Context: an optimization exercise on an open-source flow, tuned for small area, a short achievable clock period and few clock cycles. The choices shown serve that exercise and are no tape-out recipe.
Function was checked by simulation only, so behaviour that the tests miss may differ from the original.
No activity file was given, so power comes from the tool's default toggle rates.

==> try-indigo: inputs <==
Design region_slot_table_core, start of the top module:
module region_slot_table_core #(
  parameter int SLOTS = 64
) (
  input  logic                                 clk_i,
  input  logic                                 rst_ni,
  input  logic                                 start,
  output logic                                 busy,
  input  logic [rslot_pkg::CMD_W-1:0]          command_i,
  input  logic signed [rslot_pkg::POS_W-1:0]   pos_x_i,
  input  logic signed [rslot_pkg::POS_W-1:0]   pos_y_i,
  input  logic signed [rslot_pkg::POS_W-1:0]   center_x_i,
  input  logic signed [rslot_pkg::POS_W-1:0]   center_y_i,
  input  logic                                 cfg_we_i,
  input  logic [rslot_pkg::RADIUS_W-1:0]       cfg_wdata_i,
  output logic                                 valid_o,
  output logic [rslot_pkg::STATUS_W-1:0]       status_o,
  output logic [rslot_pkg::SLOT_W-1:0]         slot_o,
  output logic signed [rslot_pkg::POS_W-1:0]   out_x_o,
  output logic signed [rslot_pkg::POS_W-1:0]   out_y_o,
  output logic [rslot_pkg::OCC_W-1:0]          occupied_count_o,
  output logic                                 last_o
);
  localparam int IW = $clog2(SLOTS);
  ...
Settings: LEC_CHECK=0, CAP_MARGIN=40, CORE_MARGIN=2, CORE_UTILIZATION=50, CTS_CLUSTER_DIAMETER=100, CTS_CLUSTER_SIZE=20, SETUP_SLACK_MARGIN=3.4, SLEW_MARGIN=40, TNS_END_PERCENT=10; clock period 6.0 ns.
run.sh (not shown) runs the stock make flow with config.mk's settings and CLKGATE_MAP_FILE= SYNTH_SCRIPT=/design/flow/synth_recipe.tcl, a recipe that flattens the netlist after the stock synthesis.
==> try-yarrow: changes against try-indigo <==
--- a/flow/design.v
+++ b/flow/design.v
@@ -132,10 +132,11 @@
   logic                     busy_q, busy_d;
   logic                     acc;
   logic                     a_vld_q, a_stall;
   logic [CMD_W-1:0]         a_cmd_q;
   logic signed [POS_W-1:0]  a_px_q, a_py_q;    
+  logic signed [POS_W-1:0]  a_px2_q, a_py2_q;  
   logic [SLOTS-1:0]         m_d;
   logic                     a_go, ev_start, a_is_ev, a_is_ev_d, done_d;
   logic                     eq_ab;
   logic                     b_vld_q;
   logic [CMD_W-1:0]         b_cmd_q;
@@ -210,15 +211,26 @@
       a_cmd_q <= command_i;
       a_px_q  <= (command_i == CMD_EVICT) ? center_x_i : pos_x_i;
       a_py_q  <= (command_i == CMD_EVICT) ? center_y_i : pos_y_i;
     end
   end
+  always_ff @(posedge clk_i) begin
+    if (!busy_q || !a_vld_q) begin
+      a_px2_q <= (command_i == CMD_EVICT) ? center_x_i : pos_x_i;
+      a_py2_q <= (command_i == CMD_EVICT) ? center_y_i : pos_y_i;
+    end
+  end
   assign eq_ab = (a_px_q == b_px_q) && (a_py_q == b_py_q);
   always_comb begin
     for (int i = 0; i < SLOTS; i = i + 1) begin
-      m_d[i] = (used_q[i] && !clr_b[i] && (cam_x_q[i] == a_px_q) && (cam_y_q[i] == a_py_q)) ||
-               (set_b[i] && eq_ab);
+      if (i < SLOTS / 2) begin
+        m_d[i] = (used_q[i] && !clr_b[i] && (cam_x_q[i] == a_px_q) && (cam_y_q[i] == a_py_q)) ||
+                 (set_b[i] && eq_ab);
+      end else begin
+        m_d[i] = (used_q[i] && !clr_b[i] && (cam_x_q[i] == a_px2_q) && (cam_y_q[i] == a_py2_q)) ||
+                 (set_b[i] && eq_ab);
+      end
     end
   end
   always_ff @(posedge clk_i or negedge rst_ni) begin
     if (!rst_ni) begin
       b_vld_q <= 1'b0;
CORE_UTILIZATION = 45   (was 50)
SETUP_SLACK_MARGIN = 3.2   (was 3.4)
==> try-nickel: changes against try-indigo <==
--- a/flow/design.v
+++ b/flow/design.v
@@ -132,10 +132,11 @@
   logic                     busy_q, busy_d;
   logic                     acc;
   logic                     a_vld_q, a_stall;
   logic [CMD_W-1:0]         a_cmd_q;
   logic signed [POS_W-1:0]  a_px_q, a_py_q;    
+  logic signed [POS_W-1:0]  a_px2_q, a_py2_q;  
   logic [SLOTS-1:0]         m_d;
   logic                     a_go, ev_start, a_is_ev, a_is_ev_d, done_d;
   logic                     eq_ab;
   logic                     b_vld_q;
   logic [CMD_W-1:0]         b_cmd_q;
@@ -210,15 +211,26 @@
       a_cmd_q <= command_i;
       a_px_q  <= (command_i == CMD_EVICT) ? center_x_i : pos_x_i;
       a_py_q  <= (command_i == CMD_EVICT) ? center_y_i : pos_y_i;
     end
   end
+  always_ff @(posedge clk_i) begin
+    if (!busy_q || !a_vld_q) begin
+      a_px2_q <= (command_i == CMD_EVICT) ? center_x_i : pos_x_i;
+      a_py2_q <= (command_i == CMD_EVICT) ? center_y_i : pos_y_i;
+    end
+  end
   assign eq_ab = (a_px_q == b_px_q) && (a_py_q == b_py_q);
   always_comb begin
     for (int i = 0; i < SLOTS; i = i + 1) begin
-      m_d[i] = (used_q[i] && !clr_b[i] && (cam_x_q[i] == a_px_q) && (cam_y_q[i] == a_py_q)) ||
-               (set_b[i] && eq_ab);
+      if (i < SLOTS / 2) begin
+        m_d[i] = (used_q[i] && !clr_b[i] && (cam_x_q[i] == a_px_q) && (cam_y_q[i] == a_py_q)) ||
+                 (set_b[i] && eq_ab);
+      end else begin
+        m_d[i] = (used_q[i] && !clr_b[i] && (cam_x_q[i] == a_px2_q) && (cam_y_q[i] == a_py2_q)) ||
+                 (set_b[i] && eq_ab);
+      end
     end
   end
   always_ff @(posedge clk_i or negedge rst_ni) begin
     if (!rst_ni) begin
       b_vld_q <= 1'b0;
SETUP_SLACK_MARGIN = 3.3   (was 3.4)
==> impl_metrics.tcl <==
set metrics [dict create \
    outcome "complete, no violations" \
    wl_met3_mm 147 \
    gp_congestion 1.14 \
    multi_input_area_share_pct 32.5 \
    grtUsageMet2_pct 73.3 \
]
-- figures above: try-nickel

==> impl_metrics.tcl <==
set metrics [dict create \
    outcome "complete, no violations" \
    gp_congestion 1.10 \
    multi_input_area_share_pct 32.3 \
    wl_met3_mm 139 \
    grtUsageMet2_pct 67.1 \
]
-- figures above: try-yarrow

==> impl_metrics.tcl <==
set metrics [dict create \
    cts_setup_buffers 231 \
    wl_met3_mm 148 \
    multi_input_area_share_pct 32.6 \
    gp_congestion 1.11 \
    dieArea_um2 261000 \
    outcome "complete, no violations" \
    grtUsageMet2_pct 72.0 \
    hold_class "in -> async" \
]
-- figures above: try-indigo

Testbench counts of try-indigo, summed over its fixed seeds: cycles 16,747.
Testbench counts of try-yarrow, summed over its fixed seeds: cycles 16,747.
Testbench counts of try-nickel, summed over its fixed seeds: cycles 16,747.

==> job 3816 <==
Another version of the RTL of region_slot_table_core (not shown whole).
Design region_slot_table_core, start of the top module:
module region_slot_table_core #(
  parameter int SLOTS = 64
) (
  input  logic                                 clk_i,
  input  logic                                 rst_ni,
  input  logic                                 start,
  output logic                                 busy,
  input  logic [rslot_pkg::CMD_W-1:0]          command_i,
  input  logic signed [rslot_pkg::POS_W-1:0]   pos_x_i,
  input  logic signed [rslot_pkg::POS_W-1:0]   pos_y_i,
  input  logic signed [rslot_pkg::POS_W-1:0]   center_x_i,
  input  logic signed [rslot_pkg::POS_W-1:0]   center_y_i,
  input  logic                                 cfg_we_i,
  input  logic [rslot_pkg::RADIUS_W-1:0]       cfg_wdata_i,
  output logic                                 valid_o,
  output logic [rslot_pkg::STATUS_W-1:0]       status_o,
  output logic [rslot_pkg::SLOT_W-1:0]         slot_o,
  output logic signed [rslot_pkg::POS_W-1:0]   out_x_o,
  output logic signed [rslot_pkg::POS_W-1:0]   out_y_o,
  output logic [rslot_pkg::OCC_W-1:0]          occupied_count_o,
  output logic                                 last_o
);
clock: 6.0 ns
lec_check: 0
cap_margin: 25
core_margin: 2
core_utilization: 45
cts_cluster_diameter: 100
cts_cluster_size: 20
setup_slack_margin: 3.2
slew_margin: 20
==> inputs of job 8084, as changes to job 3816 <==
--- a/flow/design.v
+++ b/flow/design.v
@@ -132,13 +132,13 @@
   logic                     busy_q, busy_d;
   logic                     acc;
   logic                     a_vld_q, a_stall;
   logic [CMD_W-1:0]         a_cmd_q;
   logic signed [POS_W-1:0]  a_px_q, a_py_q;    
   logic [SLOTS-1:0]         m_d;
-  logic                     a_go, ev_start, a_is_ev, a_is_ev_d;
+  logic                     a_go, ev_start, a_is_ev, a_is_ev_d, done_d;
   logic                     eq_ab;
   logic                     b_vld_q;
   logic [CMD_W-1:0]         b_cmd_q;
   logic signed [POS_W-1:0]  b_px_q, b_py_q;
   logic [SLOTS-1:0]         b_match_q;
   logic                     b_hit, free_any, b_ld, b_ul, b_wr, b_ulhit;
@@ -164,13 +164,13 @@
   logic [GS-1:0]            cfar;
   logic                     ev_q, elast_q;
   logic [GW-1:0]            eg_q;
   logic signed [POS_W-1:0]  ex_q [GS];
   logic signed [POS_W-1:0]  ey_q [GS];
   logic [GS-1:0]            efar_q, far_sel;
-  logic                     ev_found, ev_more, ev_adv, ev_end, ev_done;
+  logic                     ev_found, ev_more, ev_adv, ev_end, ev_done, ev_fast, ev_fin;
   logic [SLOTS-1:0]         clr_e;
   logic                     pend_vld_q;
   logic [SLOT_W-1:0]        pend_slot_q;
   logic signed [POS_W-1:0]  pend_x_q, pend_y_q;
   logic [OCC_W-1:0]         pend_occ_q;
   logic [SLOT_W-1:0]        ev_slot;
@@ -200,13 +200,14 @@
     end else begin
       a_vld_q <= acc | a_stall;
       busy_q  <= busy_d;
     end
   end
   assign a_is_ev_d = acc ? (command_i == CMD_EVICT) : a_is_ev;
-  assign busy_d    = (acc | a_stall) && (ev_st_d != EV_IDLE) && (a_is_ev_d || (ev_st_d != EV_FLUSH));
+  assign done_d    = (ev_st_d == EV_FLUSH) || (ev_adv && dv_q && dlast_q && !(|cfar));
+  assign busy_d    = (acc | a_stall) && (ev_st_d != EV_IDLE) && (a_is_ev_d || !done_d);
   always_ff @(posedge clk_i) begin
     if (!busy_q) begin
       a_cmd_q <= command_i;
       a_px_q  <= (command_i == CMD_EVICT) ? center_x_i : pos_x_i;
       a_py_q  <= (command_i == CMD_EVICT) ? center_y_i : pos_y_i;
     end
@@ -287,19 +288,27 @@
   rslot_ctrl #(.N(GS)) u_sel (
     .v_i  (efar_q),
     .oh_o (far_sel)
   );
   assign ev_found = (ev_st_q == EV_RUN) && (|efar_q);
   assign ev_more  = |(efar_q & ~far_sel);
-  assign ev_adv   = (ev_st_q == EV_RUN) && !ev_more;
+  assign ev_fast  = !(b_vld_q && ((b_cmd_q == CMD_LOAD) || (b_cmd_q == CMD_UNLOAD)));
+  assign ev_adv   = ((ev_st_q == EV_RUN) && !ev_more) || (ev_start && ev_fast);
+  assign ev_fin   = (ev_st_q != EV_IDLE) && (ev_st_d == EV_IDLE);
   assign ev_end   = (ev_st_q == EV_RUN) && ev_q && elast_q && !ev_more;
   assign ev_done  = (ev_end && !ev_found) || (ev_st_q == EV_FLUSH);
-  always_comb begin
-    for (int g = 0; g < NG; g = g + 1) begin
-      g_used[g] = |used_q[g * GS +: GS];
+  always_ff @(posedge clk_i or negedge rst_ni) begin
+    if (!rst_ni) begin
+      g_used <= '0;
+    end else begin
+      for (int g = 0; g < NG; g = g + 1) begin
+        g_used[g] <= |used_d[g * GS +: GS];
+      end
     end
+  end
+  always_comb begin
     g_after[0] = 1'b0;
     for (int g = 1; g < NG; g = g + 1) begin
       g_after[g] = g_after[g-1] | ev_poh_q[g-1];
     end
   end
   rslot_ctrl #(.N(NG)) u_next (
@@ -315,21 +324,21 @@
     endcase
   end
   always_ff @(posedge clk_i or negedge rst_ni) begin
     if (!rst_ni) begin
       ev_st_q    <= EV_IDLE;
       ev_p_q     <= '0;
-      ev_poh_q   <= '0;
-      ev_pv_q    <= 1'b0;
+      ev_poh_q   <= NG'(1);
+      ev_pv_q    <= 1'b1;
       dv_q       <= 1'b0;
       ev_q       <= 1'b0;
       efar_q     <= '0;
       pend_vld_q <= 1'b0;
     end else begin
       ev_st_q <= ev_st_d;
-      if (ev_start) begin
+      if (ev_fin) begin
         ev_p_q   <= '0;
         ev_poh_q <= NG'(1);
         ev_pv_q  <= 1'b1;
         dv_q     <= 1'b0;
         ev_q     <= 1'b0;
         efar_q   <= '0;
CAP_MARGIN = 40   (was 25)
SLEW_MARGIN = 40   (was 20)
TNS_END_PERCENT = 10   (was not set)
==> summary.txt <==
	job 3816	job 8084
Status	complete, no violations	complete, no violations
Synth Area in XOR/XNOR	0.154	0.154
Clock buffer count in the final layout	248	259
Number of storage elements in the synthesis netlist	2722	2737
WL met3	134000 um	135000 um
Die boundary height	536 um	538 um
Data arrival time of the critical path	4.15 ns	4.24 ns
Count of unique library cells instantiated by Yosys	83	91
Fraction of layout instances using a drive strength above 1	0.176	0.173
Pre-CTS setup slack	1.48 ns	1.49 ns
Number of clock sinks	2722	2737
Diode count	66	84
Critical-path cell with the highest stage delay	sky130_fd_sc_hd__nor4_4	sky130_fd_sc_hd__nor3_1
Required time of the critical path	6.88 ns	6.85 ns
Final Instance Count excl. Fillers	13697	13877
Sequential cell power	29400 uW	29600 uW
Testbench counts of job 3816, summed over its fixed seeds: cycles 17,125.
Testbench counts of job 8084, summed over its fixed seeds: cycles 16,747.

## afterwards: timing with drivers on the ports
The results above use ideal ports. As a check the final layouts listed here were re-extracted and re-timed, cells and wires unchanged. Step 1 sets driving cells, clkbuf_16 on the clock port and buf_2 on the other inputs (assumed; they add their load-dependent delay and slew). Step 2 moves the port delays by t, midway between the first and last clock arrival at a register: inputs arrive t later, outputs are due t later. That takes back most of the time a late clock gives input paths. Three values: ideal ports, drivers, drivers and shift; two values: the first two.
run | shift t [ns] | setup WS [ns] | latest minus earliest clock arrival (ns) | worst register clock-pin slew, ns | worst slew at a driven data input, ns
try-indigo | 1.019 | 2.702 / 2.702 / 2.702 | 0.081 / 0.082 | 0.10 / 0.10 | 0.11
try-yarrow | 1.031 | 2.451 / 2.451 / 2.451 | 0.079 / 0.079 | 0.10 / 0.10 | 0.04
try-nickel | 1.013 | 2.536 / 2.536 / 2.536 | 0.092 / 0.092 | 0.10 / 0.10 | 0.05
job 3816 | 1.035 | 2.723 / 2.723 / 2.723 | 0.061 / 0.061 | 0.10 / 0.10 | 0.07
job 8084 | 1.043 | 2.610 / 2.610 / 2.610 | 0.064 / 0.064 | 0.11 / 0.11 | 0.05
After both steps setup and hold are still met in every run listed.
